From an optimization exercise on the open Yosys and OpenROAD flow, aimed at a short achievable clock period and few clock cycles; shortcuts taken in it are not production practice. Only simulation tests tie the RTL to the original design; equivalence was not proved. No activity file was given, so power comes from the tool's default toggle rates.

--- flow/config.mk ---
export PLATFORM = sky130hd
export DESIGN_NAME = exec_ctrl
export DESIGN_NICKNAME = exec_ctrl
export VERILOG_FILES = /design/flow/design.v
export SDC_FILE = /design/flow/constraint.sdc
export NUM_CORES = 4
export LEC_CHECK = 0
export CAP_MARGIN = 20
export CORE_MARGIN = 2
export CORE_UTILIZATION = 40
export SETUP_SLACK_MARGIN = 5
export SLEW_MARGIN = 20
--- flow/constraint.sdc ---
create_clock -name core_clock -period 10.0 [get_ports {clk}]
set_input_delay 2.0000 -clock core_clock [delete_from_list [all_inputs] [get_ports {clk}]]
set_output_delay 2.0000 -clock core_clock [all_outputs]
set_load 0.01 [all_outputs]
--- flow/design.v ---
module exec_ctrl #(
  parameter int INST_CAP   = 20,
  parameter int DATA_LEN   = 8,
  parameter int DMEM_DEPTH = 256,
  parameter int TIMEOUT    = 15
) (
  input  logic                clk,
  input  logic                rstn,
  input  logic                IS_ready,
  input  logic [3:0]          control_bus,
  input  logic [DATA_LEN-1:0] data,
  output logic                en,
  output logic [$clog2(INST_CAP):0] pc,
  output logic [DATA_LEN-1:0] acc,
  output logic                zf,
  output logic                cf,
  output logic                halted,
  output logic                err
);
  localparam int PC_W  = $clog2(INST_CAP) + 1;
  localparam int CNT_W = $clog2(TIMEOUT + 1);
  localparam int NGRP  = DMEM_DEPTH / 16;
  localparam logic [3:0] OP_NOP = 4'h0, OP_LDI = 4'h1, OP_LD = 4'h2, OP_ST = 4'h3,
                         OP_ADD = 4'h4, OP_SUB = 4'h5, OP_AND = 4'h6, OP_OR = 4'h7,
                         OP_HALT = 4'h8, OP_JMP = 4'h9, OP_JZ = 4'hA, OP_JC = 4'hB,
                         OP_ADDI = 4'hC, OP_NOT = 4'hD;
  logic                  start_q;    
  logic                  en_q;       
  logic                  wait_q;     
  logic                  slow_q;     
  logic                  st_q;       
  logic [CNT_W-1:0]      cnt_q;
  logic [PC_W-1:0]       pc_q;
  logic [DATA_LEN-1:0]   acc_q;
  logic                  zf_q, cf_q, halted_q, err_q;
  logic [2:0]                     op_q;      
  logic [15:0]                    lsel_q, hsel_q;
  logic [NGRP-1:0][DATA_LEN-1:0]  grp_q;
  logic [DMEM_DEPTH-1:0][DATA_LEN-1:0] dmem;
  assign en     = en_q;
  assign pc     = pc_q;
  assign acc    = acc_q;
  assign zf     = zf_q;
  assign cf     = cf_q;
  assign halted = halted_q;
  assign err    = err_q;
  logic                      ans;
  logic [PC_W-1:0]           pc_inc, tgt;
  logic                      tgt_ok, take, is_mem, stop, stop_err, tmo;
  logic [15:0]               lo_sel, hi_sel;
  logic [NGRP-1:0][DATA_LEN-1:0] grp_d;
  logic [DATA_LEN:0]         addi;
  logic [DATA_LEN-1:0]       negacc;
  assign ans    = wait_q & IS_ready;
  assign pc_inc = (pc_q == PC_W'(INST_CAP - 1)) ? '0 : pc_q + PC_W'(1);
  assign tgt    = PC_W'(data);
  assign tgt_ok = (tgt < PC_W'(INST_CAP));
  assign take   = (control_bus == OP_JMP) | ((control_bus == OP_JZ) & zf_q) |
                  ((control_bus == OP_JC) & cf_q);
  assign is_mem = (control_bus == OP_LD) | (control_bus == OP_ADD) | (control_bus == OP_SUB) |
                  (control_bus == OP_AND) | (control_bus == OP_OR);
  assign stop_err = (control_bus == 4'hE) | (control_bus == 4'hF) | (take & !tgt_ok);
  assign stop   = (control_bus == OP_HALT) | stop_err;
  assign tmo    = wait_q & !IS_ready & (cnt_q == CNT_W'(TIMEOUT - 1));
  assign negacc = -acc_q;
  assign addi   = {1'b0, acc_q} + {1'b0, data};
  always_comb
    for (int k = 0; k < 16; k++) begin
      lo_sel[k] = (data[3:0] == 4'(k));
      hi_sel[k] = (data[7:4] == 4'(k));
    end
  always_comb
    for (int g = 0; g < NGRP; g++) begin
      grp_d[g] = '0;
      for (int k = 0; k < 16; k++)
        grp_d[g] = grp_d[g] | (dmem[16*g + k] & {DATA_LEN{lo_sel[k]}});
    end
  logic [DATA_LEN-1:0] m, s_acc;
  logic [DATA_LEN:0]   sum;
  logic                s_zf, s_cf;
  always_comb begin
    m = '0;
    for (int g = 0; g < NGRP; g++) m = m | (grp_q[g] & {DATA_LEN{hsel_q[g]}});
  end
  assign sum = (op_q == OP_SUB[2:0]) ? ({1'b0, acc_q} - {1'b0, m}) : ({1'b0, acc_q} + {1'b0, m});
  always_comb begin
    s_acc = m;
    s_zf  = (m == '0);
    s_cf  = 1'b0;
    case (op_q)
      OP_ADD[2:0]: begin s_acc = sum[DATA_LEN-1:0]; s_zf = (m == negacc); s_cf = sum[DATA_LEN]; end
      OP_SUB[2:0]: begin s_acc = sum[DATA_LEN-1:0]; s_zf = (m == acc_q);  s_cf = sum[DATA_LEN]; end
      OP_AND[2:0]: begin s_acc = acc_q & m;         s_zf = ((acc_q & m) == '0); end
      OP_OR[2:0]:  begin s_acc = acc_q | m;         s_zf = ((acc_q | m) == '0); end
      default: ;
    endcase
  end
  always_ff @(posedge clk or negedge rstn) begin
    if (!rstn) begin
      start_q  <= 1'b1;
      en_q     <= 1'b0;
      wait_q   <= 1'b0;
      slow_q   <= 1'b0;
      st_q     <= 1'b0;
      cnt_q    <= '0;
      pc_q     <= '0;
      acc_q    <= '0;
      zf_q     <= 1'b0;
      cf_q     <= 1'b0;
      halted_q <= 1'b0;
      err_q    <= 1'b0;
    end else begin
      start_q <= 1'b0;
      en_q    <= start_q | slow_q | (ans & !is_mem & !stop);
      slow_q  <= ans & is_mem;
      st_q    <= ans & (control_bus == OP_ST);
      if (en_q)        wait_q <= 1'b1;
      else if (ans)    wait_q <= 1'b0;
      else if (tmo)    wait_q <= 1'b0;
      if (en_q)        cnt_q  <= '0;
      else if (wait_q) cnt_q  <= cnt_q + CNT_W'(1);
      if (tmo) begin
        halted_q <= 1'b1;
        err_q    <= 1'b1;
      end
      if (ans) begin
        if (stop) begin
          halted_q <= 1'b1;
          err_q    <= stop_err;
        end else if (take) begin
          pc_q <= tgt;
        end else begin
          pc_q <= pc_inc;
        end
        case (control_bus)
          OP_LDI:  begin acc_q <= data;               zf_q <= (data == '0);   cf_q <= 1'b0; end
          OP_ADDI: begin acc_q <= addi[DATA_LEN-1:0]; zf_q <= (data == negacc); cf_q <= addi[DATA_LEN]; end
          OP_NOT:  begin acc_q <= ~acc_q;             zf_q <= (acc_q == '1);  cf_q <= 1'b0; end
          default: ;
        endcase
      end
      if (slow_q) begin
        acc_q <= s_acc;
        zf_q  <= s_zf;
        cf_q  <= s_cf;
      end
    end
  end
  always_ff @(posedge clk) begin
    op_q   <= control_bus[2:0];
    lsel_q <= lo_sel;
    hsel_q <= hi_sel;
    grp_q  <= grp_d;
  end
  always_ff @(posedge clk) begin
    for (int i = 0; i < DMEM_DEPTH; i++)
      if (st_q & lsel_q[i % 16] & hsel_q[i / 16]) dmem[i] <= acc_q;
  end
endmodule
--- flow/run.sh ---
#!/bin/bash
# synth_recipe.tcl (not shown) runs the flow's synth.tcl, then flattens the netlist and writes it again
# the make line also repeats each setting of config.mk as NAME=value (left out here)
make -C /OpenROAD-flow-scripts/flow DESIGN_CONFIG=/design/flow/config.mk WORK_HOME=/design/flow/orfs CLKGATE_MAP_FILE= SYNTH_SCRIPT=/design/flow/synth_recipe.tcl finish
==> results.toml, run 1 <==
[detailed_routing]
drc = 0
dr.pass1.iters = 5
viasPerCell = 6.316
wl_mm = 245.8
drtIter0Drc = 7173
routedWlPerCell_um = 33.46
ant_nets = 0
vias = 46400

[place]
gp_congestion = 0.8380
place_hpwl_mm = 133.3
io_buffers = 33

[setup_path]
critPathMaxStageDelay_ns = 0.89
rr_worst_depth = 10
endpoint = "grp_q[110]$_DFF_P_"
critPathBufInv = 3
start_kind = "input port"
cp.required_ns = 10.80
worst_path_dominant_cell_family = "buffers and inverters"
path_max_fanout = 54
arrival_ns = 5.71
crit_chain = "clkdlybuf4s50_1 -> nand2_1 -> nor3_2 -> buf_4 -> buf_4 -> a22o_1 -> a221oi_1 -> nand4_1"
reg2reg_to = "acc_q[6]$_DFFE_PN0P_"
cp-startpoint = "data[1]"
r2r_start = "hsel_q[6]$_DFF_P_"
slowest_stage = "clkdlybuf4s50_1"
critical_path_depth = 8
end_kind = "flop"
r2r_slack_ns = 5.75
crit_type = "input port to flop"
cpMostUsedCell = "buf_4"

[yosys]
ys_seq_area_frac = 0.8019
synth-compound-area-share = 0.1278
synth_mux_area_frac = 0.001119
postSynthCellCount = 4477
synth.avg_cell_area_um2 = 18.23
syn-num-nets = 4532
synthArstFlopShare = 0.01206
synth_top_family_by_area = "compound AO/OA/AOI/OAI gates"
syn_area_um2 = 81600
yosys.area_share.simple = 0.04144
synth-seq-cells = 2238
yosys.area_share.adder = 0.006409
yosys.area_share.xor_xnor = 0.003205
synth_flop_cell = "edfxtp_1"
synth_cell_types = 67
yosys_warnings = 1
synth-edff-count = 2048

[global_route]
grt_antenna_before_repair = 14
grt_pass1_wl_mm = 344.6
grt_usage = 0.2310
busiest_layer = "met2"
grt_pass1_vias = 44590
grtUsageMet2 = 0.3673
grtUsageMet3 = 0.04817
overflow = 0
use_met1 = 0.3173
grt_max_degree = 209

[sta]
worst_slew_pin_slew_ns = 1.197
final.setup.tns_ns = 0
final.min_clock_period_ns = 4.912
finalSetupViolations = 0
holdWs_ns = 0.4557
relSlewSlack = 0.2020
hold_viol_final = 0
fin_skew_ns = 0.04145
clock.fmax_mhz = 203.6
rsz0062_at_grt = "no"
slew_violations = 0
period_share = 0.4912

[power_and_ir_drop]
power_mw = 21.12
ir_drop_mv = 0.2961
cellLeakagePower_nw = 29.84
p_per_area_nw_per_um2 = 229.6

[floorplan]
dieArea_um2 = 207600
io_pins = 34
start_util = 0.4029
row_count = 165
dieHeight_um = 455.7
die_x_um = 455.7
core_um2 = 202500

[cts]
clockBufferDepth = 3
cts_root_buffer = "clkbuf_16"
insertion_delay_ns = 0.88
numCtsBuffers = 213
postCtsSetupRepairBufs = 0
htree_levels = 4
cts_tree = "done"
clock_sinks = 2238
clk_pin_slew_ns = 0.06
ctsResizeCount = 0
cts_hold_repair.buffers = 0

[min_path]
hp-class = "flop to flop"

[final_layout]
final_nets = 4533
drive_gt1_frac = 0.09792
area_growth_pct = 12.69

[run]
maxCapViolations = 0

[run_status]
status = "timing/DRC/antenna clean"
## worst min-delay path by stage
stage                          from  slack, ns  cells past startpoint            endpoint
4_1_cts         dmem[348]$_DFFE_PP_       0.46                      2   grp_q[20]$_DFF_P_
2_1_floorplan  dmem[1607]$_DFFE_PP_       0.45                      2  grp_q[103]$_DFF_P_
6_report        dmem[348]$_DFFE_PP_       0.46                      2   grp_q[20]$_DFF_P_
3_5_place_dp     halted_q$_DFF_PN0_       0.46                      1  halted_q$_DFF_PN0_
3_3_place_gp     halted_q$_DFF_PN0_       0.45                      1  halted_q$_DFF_PN0_
5_1_grt         dmem[344]$_DFFE_PP_       0.49                      2   grp_q[16]$_DFF_P_
## Yosys cell counts, types with 33 or more instances
cell type,instances,area share
clkbuf_1,220,0.010
a22o_1,540,0.058
nor2_1,49,0.0023
nand4_1,138,0.011
a221oi_1,535,0.057
edfxtp_1,2048,0.75
and3_1,259,0.020
a21oi_1,40,0.0025
ha_1,37,0.0057
o21ai_0,33,0.0020
nand2_1,42,0.0019
buf_2,76,0.0047
dfxtp_1,163,0.040
## kinds of logic (layout without fill, tap and decap cells)
kind of cell | count (synthesis) | count (layout)
and+or+nand+nor | 572 | 572
AOI/OAI and AO/OA | 1224 | 1224
DFF | 2238 | 2238
muxes | 9 | 9
buffers and inverters | 364 | 554
other | 1 | 9
adders and majority gates | 40 | 40
xor gates and xnor gates | 29 | 29
## metal layers
| metal | up-vias | part of all wire |
|---|---|---|
| li1 | 19020 | - |
| met1 | 24280 | 0.40 |
| met2 | 2697 | 0.47 |
| met3 | 398 | 0.10 |
| met4 | 8 | 0.032 |
| met5 | - | 0.00023 |
## final cells by class
| type | instances | area (um2) |
|---|---|---|
| timing repair buffer | 117 | 1160 |
| clock inverter | 102 | 1077 |
| antenna | 8 | 20.02 |
| inverter | 33 | 123.9 |
| multi-input combinational | 1875 | 14800 |
| sequential | 2238 | 65490 |
| tap | 2672 | 3343 |
| fill | 16990 | 110600 |
| clock buffer | 302 | 5948 |
## sequential cells by signal, summed over array words and instances, names as in the netlist, 3 cells and up
register,count
dmem,2048
grp_q,128
hsel_q,16
lsel_q,16
acc_q,8
pc_q,6
cnt_q,4
op_q,3
## worst min-delay path, delay by kind of cell (launching register included)
kind | cells | cell delay, ns
DFF | 1 | 0.32
AOI/OAI and AO/OA | 1 | 0.07
and+or+nand+nor | 1 | 0.06
## power breakdown
group          total (mW)  switching [mW]  internal [mW]
clock                8.11            3.53           4.58
sequential           11.4           0.307           11.1
combinational        1.65            1.26          0.386
total                21.1            5.10           16.0
## placed cells by master, fill, tap and decap left out, types with 16 or more instances in the layout
master / instances
a221oi_1: 535
inv_1: 32
nand4_1: 138
a21oi_1: 40
dfxtp_1: 151
nor3_1: 17
nor2_1: 40
o21ai_0: 33
buf_4: 66
and3_1: 259
clkbuf_8: 22
dfrtp_1: 17
xnor2_1: 19
clkinv_2: 38
clkbuf_1: 64
bufinv_16: 16
clkdlybuf4s50_1: 33
edfxtp_1: 2048
clkinv_1: 23
a22o_1: 540
clkbuf_16: 216
ha_1: 37
nand2_1: 42
## through the flow
stage / setup WS [ns] / std cells / util / cell area (um2)
detailed placement: 4.302 / 6935 / 0.4192 / 84900
global route: 5.056 / 7339 / 0.4540 / 91940
global placement: 4.000 / 6932 / 0.4190 / 84870
finish: 5.088 / 7347 / 0.4541 / 91960
floorplan: 5.823 / 4477 / - / 81610
CTS: 5.129 / 7339 / 0.4539 / 91930
Testbench counts, summed over its fixed seeds: cycles 45,835.
==> inputs of run 2 (changes only) <==
==> flow/flow/run.sh (new file) <==
#!/bin/bash
set -e
SETUP_SLACK_MARGIN=6.5 bash standard.sh cts > standard_cts.log 2>&1
SETUP_SLACK_MARGIN=5 bash standard.sh finish > standard_finish.log 2>&1
==> flow/standard.sh (new file) <==
#!/bin/bash
# synth_recipe.tcl (not shown) runs the flow's synth.tcl, then flattens the netlist and writes it again
# the make line also repeats each setting of config.mk as NAME=value (left out here)
make -C /OpenROAD-flow-scripts/flow DESIGN_CONFIG=/design/flow/config.mk WORK_HOME=/design/flow/orfs CLKGATE_MAP_FILE= SYNTH_SCRIPT=/design/flow/synth_recipe.tcl "${@:-finish}"
--- a/flow/config.mk
+++ b/flow/config.mk
@@ -8,5 +8,5 @@
 export CAP_MARGIN = 20
 export CORE_MARGIN = 2
-export CORE_UTILIZATION = 40
-export SETUP_SLACK_MARGIN = 5
+export CORE_UTILIZATION = 35
+export PLACE_DENSITY = 0.5
 export SLEW_MARGIN = 20
removed: flow/run.sh
==> run 2 against run 1 <==
Against the previous run: global-route usage is essentially flat; sequential power is essentially flat; area after synthesis is the same; synthesized cell count is the same; routed wire length grew 13%; non-clock buffer count grew 59; critical path type is now flop to output pin; largest power group unchanged; highest routed layer is now met4.
==> results.toml, run 2 <==
[yosys]
synth-seq-cells = 2238
synth.most_common_cell = "edfxtp_1"
postSynthCellCount = 4477
yosys_warnings = 1
synth_flop_cell = "edfxtp_1"
synth_largest_area_cell = "edfxtp_1"
synth.top_cell.area_share = 0.7536
syn_area_um2 = 81600
synthArstFlopShare = 0.01206
synth-edff-count = 2048
synth_area_leaders = "edfxtp_1, a22o_1, a221oi_1, dfxtp_1, and3_1"
syn-num-nets = 4532
synth_common_cells = "edfxtp_1, a22o_1, a221oi_1"
synth_cell_types = 67
synth.avg_cell_area_um2 = 18.23
ys_seq_area_frac = 0.8019

[cts]
cts_hold_repair.buffers = 0
cts_root_buffer = "clkbuf_16"
clk_pin_slew_ns = 0.06
clock_sinks = 2238
clockBufferDepth = 3
cts_tree = "done"
numCtsBuffers = 219
htree_levels = 4
insertion_delay_ns = 0.87

[sta]
relSlewSlack = 0.2077
slew_violations = 0
worst_slew_pin_slew_ns = 1.188
fin_skew_ns = 0.02392
clock.fmax_mhz = 262.7
hold_viol_final = 0
final.min_clock_period_ns = 3.807
rsz0062_at_grt = "no"
finalSetupViolations = 0
period_share = 0.3807
final.setup.tns_ns = 0

[detailed_routing]
viasPerCell = 6.037
routedWlPerCell_um = 35.73
drtIter0Drc = 6258
drc = 0
wl_mm = 278.8
dr.pass1.iters = 8
ant_nets = 0
vias = 47110

[floorplan]
row_count = 177
core_um2 = 232300
start_util = 0.3513
dieArea_um2 = 237000
die_x_um = 486.9
io_pins = 34
dieHeight_um = 486.9

[final_layout]
final_nets = 4599
drive_gt1_frac = 0.1243
layout_common_cells = "edfxtp_1, a22o_1, a221oi_1"
final_cell_count_no_fill = 7803
regMostFlops = "dmem"
area_growth_pct = 14.61
largest_register_ffs = 2048
layout_commonest_cell = "edfxtp_1"
num-fill-cells = 20570
largestRegisters = "dmem x2048, grp_q x128"

[place]
io_buffers = 33
gp_congestion = 0.8154
place_hpwl_mm = 143.8
place_inst = 7317

[setup_path]
crit_type = "flop to output pin"
path_max_fanout = 3
arrival_ns = 1.81
cp.required_ns = 8.00
critPathBufInv = 2
start_kind = "flop"
crit_chain = "buf_12 -> buf_6"
worst_path_dominant_cell_family = "flip-flops"
r2r_slack_ns = 6.35
cp-startpoint = "acc_q[1]$_DFFE_PN0P_"
end_kind = "output pin"
critPathMaxStageDelay_ns = 0.60
slowest_stage = "dfrtp_4"
r2r_start = "hsel_q[1]$_DFF_P_"

[run]
maxCapViolations = 0

[power_and_ir_drop]
p_comb_frac = 0.095
internal_power_mw = 16.00
p_switching_mw = 5.295
p_seq_frac = 0.528
power.share.clock = 0.377
cellLeakagePower_nw = 30.38
swShare = 0.2486
power_mw = 21.29
p_per_area_nw_per_um2 = 227.7
ir_drop_mv = 0.1339

[min_path]
hold_path.startpoint = "halted_q$_DFF_PN0_"
hp-class = "flop to flop"

[global_route]
grt_pass1_wl_mm = 382.9
grt_pass1_vias = 45380
grt_max_degree = 114
overflow = 0
grt_antenna_before_repair = 26
grt_usage = 0.2310

[run_status]
status = "timing/DRC/antenna clean"
==> run 2: cell counts after synthesis <==
No cell type changed its count.
==> run 2: stage by stage <==
step | cell area (um2) | utilization | hold slack [ns] | setup WS (ns)
final | 93520 | 0.4026 | 0.4481 | 6.193
after global routing | 93470 | 0.4023 | 0.4839 | 6.151
after CTS | 93450 | 0.4023 | 0.4549 | 6.130
after detailed placement | 85400 | 0.3676 | 0.4449 | 4.206
after global placement | 85400 | 0.3676 | 0.4434 | 4.200
after floorplan | 81650 | - | 0.4470 | 6.238
==> run 2: final timing paths <==
check | endpoint | cells past startpoint
min in group asynchronous | halted_q$_DFF_PN0_ | 2
setup / recovery | acc[1] | 2
hold / removal | halted_q$_DFF_PN0_ | 1
hold reg to reg | halted_q$_DFF_PN0_ | 1
max in group asynchronous | acc_q[5]$_DFFE_PN0P_ | 2
setup reg to reg | cf_q$_DFFE_PN0P_ | 10
==> run 2: kinds of logic after synthesis <==
group / synth area share
adders and majority gates: 0.006409
and+or+nand+nor: 0.04144
AOI/OAI and AO/OA: 0.1278
buffers and inverters: 0.01805
other: 0.00004595
muxes: 0.001119
xor gates and xnor gates: 0.003205
DFF: 0.8019
==> run 2: layout make-up <==
type / count / area [um2] / share of cell area
repair buffers: 176 / 2001 / 0.02139
diodes: 23 / 57.56 / 0.0006154
well taps: 3043 / 3807 / 0.04071
inverters: 33 / 123.9 / 0.001325
clock inverters: 88 / 695.7 / 0.007439
flip-flops and latches: 2238 / 65500 / 0.7004
multi-input cells: 1876 / 15100 / 0.1615
clock buffers: 326 / 6236 / 0.06668
==> run 2: layer usage <==
layer / vias up / wire length, um / GRT usage
li1: 19180 / - / -
met1: 25050 / 115600 / 0.3203
met2: 2457 / 132200 / 0.3709
met3: 415 / 23100 / 0.03855
met4: 0 / 7977 / 0.07341
met5: - / 0 / 0
==> run 2: power by group through the flow <==
stage	clock, mW	combinational (mW)	sequential [mW]
final	8.03	2.02	11.2
after detailed placement	0	1.77	11.5
after global routing	8.45	2.16	11.2
after CTS	8.10	2.01	11.2
after global placement	0	1.74	11.5
after floorplan	0	0.570	11.7
==> run 2: worst register-to-register path, stage by stage (launching register included) <==
cell and delay, ns:
dfxtp_1 0.30, buf_4 0.24, a22o_1 0.37, a221oi_2 0.42
and4_2 0.50, ha_1 0.39, or3_1 0.38, o221ai_1 0.19
a21oi_1 0.10, o21ai_0 0.45, o311ai_1 0.18
==> run 2: what timing repair did <==
item / CTS / global route
setup endpoints to repair: 682 / 0
setup buffers: 41 / 0
resized for setup: 246 / 0
==> inputs of run 3 (changes only) <==
--- a/flow/design.v
+++ b/flow/design.v
@@ -38,4 +38,12 @@
   logic [NGRP-1:0][DATA_LEN-1:0]  grp_q;
   logic [DMEM_DEPTH-1:0][DATA_LEN-1:0] dmem;
+  logic [INST_CAP-1:0][DATA_LEN-1:0] ptbl_q;
+  logic [INST_CAP-1:0][15:0]         plo_tbl_q, phi_tbl_q;
+  logic [INST_CAP-1:0]               pval_q;
+  logic [DATA_LEN-1:0]               pred_q;    
+  logic [15:0]                       plo_q, phi_q;
+  logic                              pvld_q;
+  logic [DATA_LEN-1:0]               pm_q;      
+  logic [DATA_LEN-1:0]               st_addr_q;
   assign en     = en_q;
   assign pc     = pc_q;
@@ -65,4 +73,40 @@
   assign negacc = -acc_q;
   assign addi   = {1'b0, acc_q} + {1'b0, data};
+  logic [DATA_LEN-1:0] pred_inc, pred_tgt, pred_n;
+  logic [15:0]         plo_inc, plo_tgt, plo_n, phi_inc, phi_tgt, phi_n;
+  logic                pvld_inc, pvld_tgt, pvld_n;
+  always_comb begin
+    pred_inc = '0; plo_inc = '0; phi_inc = '0; pvld_inc = 1'b0;
+    pred_tgt = '0; plo_tgt = '0; phi_tgt = '0; pvld_tgt = 1'b0;
+    for (int p = 0; p < INST_CAP; p++) begin
+      if (pc_inc == PC_W'(p)) begin
+        pred_inc = ptbl_q[p]; plo_inc = plo_tbl_q[p]; phi_inc = phi_tbl_q[p]; pvld_inc = pval_q[p];
+      end
+      if (tgt == PC_W'(p)) begin
+        pred_tgt = ptbl_q[p]; plo_tgt = plo_tbl_q[p]; phi_tgt = phi_tbl_q[p]; pvld_tgt = pval_q[p];
+      end
+    end
+  end
+  assign pred_n = take ? pred_tgt : pred_inc;
+  assign plo_n  = take ? plo_tgt  : plo_inc;
+  assign phi_n  = take ? phi_tgt  : phi_inc;
+  assign pvld_n = take ? pvld_tgt : pvld_inc;
+  logic [NGRP-1:0][DATA_LEN-1:0] pgrp;
+  logic [DATA_LEN-1:0]           pm_d;
+  always_comb begin
+    for (int g = 0; g < NGRP; g++) begin
+      pgrp[g] = '0;
+      for (int k = 0; k < 16; k++)
+        pgrp[g] = pgrp[g] | (dmem[16*g + k] & {DATA_LEN{plo_q[k]}});
+    end
+    pm_d = '0;
+    for (int g = 0; g < NGRP; g++) pm_d = pm_d | (pgrp[g] & {DATA_LEN{phi_q[g]}});
+    if (st_q & (st_addr_q == pred_q)) pm_d = acc_q;
+  end
+  logic [DATA_LEN:0]   h_add, h_sub;
+  logic                hit;
+  assign h_add = {1'b0, acc_q} + {1'b0, pm_q};
+  assign h_sub = {1'b0, acc_q} - {1'b0, pm_q};
+  assign hit   = pvld_q & (data == pred_q);
   always_comb
     for (int k = 0; k < 16; k++) begin
@@ -112,6 +156,6 @@
     end else begin
       start_q <= 1'b0;
-      en_q    <= start_q | slow_q | (ans & !is_mem & !stop);
-      slow_q  <= ans & is_mem;
+      en_q    <= start_q | slow_q | (ans & (is_mem ? hit : !stop));
+      slow_q  <= ans & is_mem & !hit;
       st_q    <= ans & (control_bus == OP_ST);
       if (en_q)        wait_q <= 1'b1;
@@ -137,4 +181,9 @@
           OP_ADDI: begin acc_q <= addi[DATA_LEN-1:0]; zf_q <= (data == negacc); cf_q <= addi[DATA_LEN]; end
           OP_NOT:  begin acc_q <= ~acc_q;             zf_q <= (acc_q == '1);  cf_q <= 1'b0; end
+          OP_LD:   if (hit) begin acc_q <= pm_q;              zf_q <= (pm_q == '0);           cf_q <= 1'b0; end
+          OP_ADD:  if (hit) begin acc_q <= h_add[DATA_LEN-1:0]; zf_q <= (pm_q == negacc);     cf_q <= h_add[DATA_LEN]; end
+          OP_SUB:  if (hit) begin acc_q <= h_sub[DATA_LEN-1:0]; zf_q <= (pm_q == acc_q);      cf_q <= h_sub[DATA_LEN]; end
+          OP_AND:  if (hit) begin acc_q <= acc_q & pm_q;      zf_q <= ((acc_q & pm_q) == '0); cf_q <= 1'b0; end
+          OP_OR:   if (hit) begin acc_q <= acc_q | pm_q;      zf_q <= ((acc_q | pm_q) == '0); cf_q <= 1'b0; end
           default: ;
         endcase
@@ -147,5 +196,26 @@
     end
   end
+  always_ff @(posedge clk or negedge rstn) begin
+    if (!rstn) begin
+      pval_q <= '0;
+      pvld_q <= 1'b0;
+    end else if (ans) begin
+      if (is_mem) pval_q[pc_q] <= 1'b1;
+      pvld_q <= pvld_n;
+    end
+  end
   always_ff @(posedge clk) begin
+    if (ans) begin
+      if (is_mem) begin
+        ptbl_q[pc_q]    <= data;
+        plo_tbl_q[pc_q] <= lo_sel;
+        phi_tbl_q[pc_q] <= hi_sel;
+      end
+      pred_q <= pred_n;
+      plo_q  <= plo_n;
+      phi_q  <= phi_n;
+    end
+    if (en_q) pm_q <= pm_d;
+    st_addr_q <= data;
     op_q   <= control_bus[2:0];
     lsel_q <= lo_sel;
==> flow/flow/run.sh (replaced) <==
#!/bin/bash
export SETUP_SLACK_MARGIN=7
bash standard.sh > standard.log 2>&1
--- a/flow/config.mk
+++ b/flow/config.mk
@@ -8,5 +8,4 @@
 export CAP_MARGIN = 20
 export CORE_MARGIN = 2
-export CORE_UTILIZATION = 35
-export PLACE_DENSITY = 0.5
+export CORE_UTILIZATION = 40
 export SLEW_MARGIN = 20
==> run 3 against run 2 <==
Against the previous run: the run now fails in 5_1_grt; area after synthesis rose by 75%; synthesized cell count rose by 150%.
==> results.toml, run 3 <==
[cts]
cts_hold_repair.buffers = 0
numCtsBuffers = 339
htree_levels = 5
clock_sinks = 3115
clockBufferDepth = 4
cts_root_buffer = "clkbuf_16"

[yosys]
synth-seq-cells = 3115
synth_cell_types = 112
yosys_warnings = 1
postSynthCellCount = 11170
ys_seq_area_frac = 0.6432
synth.most_common_cell = "edfxtp_1"
synth_flop_cell = "edfxtp_1"
synth.top_cell.area_share = 0.6107
synthArstFlopShare = 0.01541
synth.avg_cell_area_um2 = 12.75
syn_area_um2 = 142400
synth_area_leaders = "edfxtp_1, a221oi_1, a22o_1, a22oi_1, o21ai_0"
synth_largest_area_cell = "edfxtp_1"
synth-edff-count = 2896
syn-num-nets = 11250
synth_common_cells = "edfxtp_1, o21ai_0, nand2_1"

[floorplan]
row_count = 219
start_util = 0.4010
io_pins = 34
dieHeight_um = 600.7
die_x_um = 600.7

[global_route]
grt_usage = 0.5554
overflow = 13
grt_max_degree = 162

[place]
place_hpwl_mm = 394.2
io_buffers = 33
dpl_cell_area_um2 = 148600
gp_congestion = 1.015

[run_status]
last-stage-reached = "5_1_grt"
firstError = "[ERROR GRT-0232] Routing congestion too high. Check the congestion heatmap in the GUI."
status = "did not finish"
[run 3: cell types whose count changed after synthesis, moves of 287 or more]
cell	change
o21ai_0	+907
nand2_1	+894
edfxtp_1	+848
a22oi_1	+721
clkbuf_1	+588
a221oi_1	+375
nor2_1	+287
[run 3: how the worst max path moves through the flow]
stage | from | to | slack (ns) | cells past startpoint
CTS | acc_q[1]$_DFFE_PN0P_ | acc[1] | 6.12 | 2
detailed placement | data[1] | phi_q[4]$_DFFE_PP_ | 3.09 | 11
global placement | data[1] | phi_q[4]$_DFFE_PP_ | 3.25 | 11
floorplan | control_bus[0] | pval_q[5]$_DFFE_PN0P_ | -6.46 | 8
[run 3: repair_timing]
item                       4_1_cts
cloned                         429
resized for setup             3176
pin swaps                      703
hold endpoints to repair         0
setup buffers                  882
setup endpoints to repair     3715
[run 3: logic make-up after synthesis]
kind of cell | after synthesis | synth area share
simple gates | 2399 | 0.08184
xor+xnor | 64 | 0.004147
mux | 160 | 0.01262
flops | 3115 | 0.6432
fa+ha+maj | 71 | 0.006502
compound gates | 4248 | 0.2212
other cells | 1 | 0.00002633
buf+inv | 1107 | 0.03050
[run 3: metal layers]
metal / GRT overflow / GRT usage
met1: 0 / 0.5608
met2: 1 / 0.6619
met3: 3 / 0.4609
met4: 9 / 0.5411
met5: 0 / 0.2199
[run 3: per-stage QoR]
| stage | hold slack (ns) | utilization | power (mW) | std cells | worst slack [ns] |
|---|---|---|---|---|---|
| 2_1_floorplan | 0.4446 | - | 22.66 | 11170 | -6.462 |
| 3_3_place_gp | 0.4489 | 0.4182 | 28.96 | 15300 | 3.253 |
| 3_5_place_dp | 0.4485 | 0.4183 | 29.08 | 15310 | 3.092 |
| 4_1_cts | 0.4450 | 0.5348 | 49.28 | 17240 | 6.122 |
[run 3: power by group through the flow]
stage | logic [mW] | clock network, mW | registers [mW]
CTS | 20.1 | 12.9 | 16.3
detailed placement | 12.3 | 0 | 16.8
global placement | 12.2 | 0 | 16.8
floorplan | 6.02 | 0 | 16.6
Testbench counts of run 3, summed over its fixed seeds: cycles 40,963.

## static timing again, ports no longer ideal
The flow's constraints put no driver on any port. The routed layouts listed below were extracted and timed again, unchanged, in two steps. Step 1, drivers: a clkbuf_16 drives clk and a buf_2 each remaining input, both assumed. Step 2 moves the port delays by t, midway between the first and last clock arrival at a register: inputs arrive t later, outputs are due t later. That takes back most of the time a late clock gives input paths. Slacks: ideal ports / drivers / drivers and shift; pairs: ideal ports / drivers.
run	t (ns)	setup WS [ns]	worst data-port slew with drivers (ns)
run 1	0.956	5.088 / 5.151 / 4.195	0.05
run 2	0.958	6.193 / 6.099 / 5.459	0.04
After both steps setup and hold are still met in every run listed. The setup slack of run 1, which loses most, moves by +0.063 ns with the drivers and by -0.893 ns with both steps.
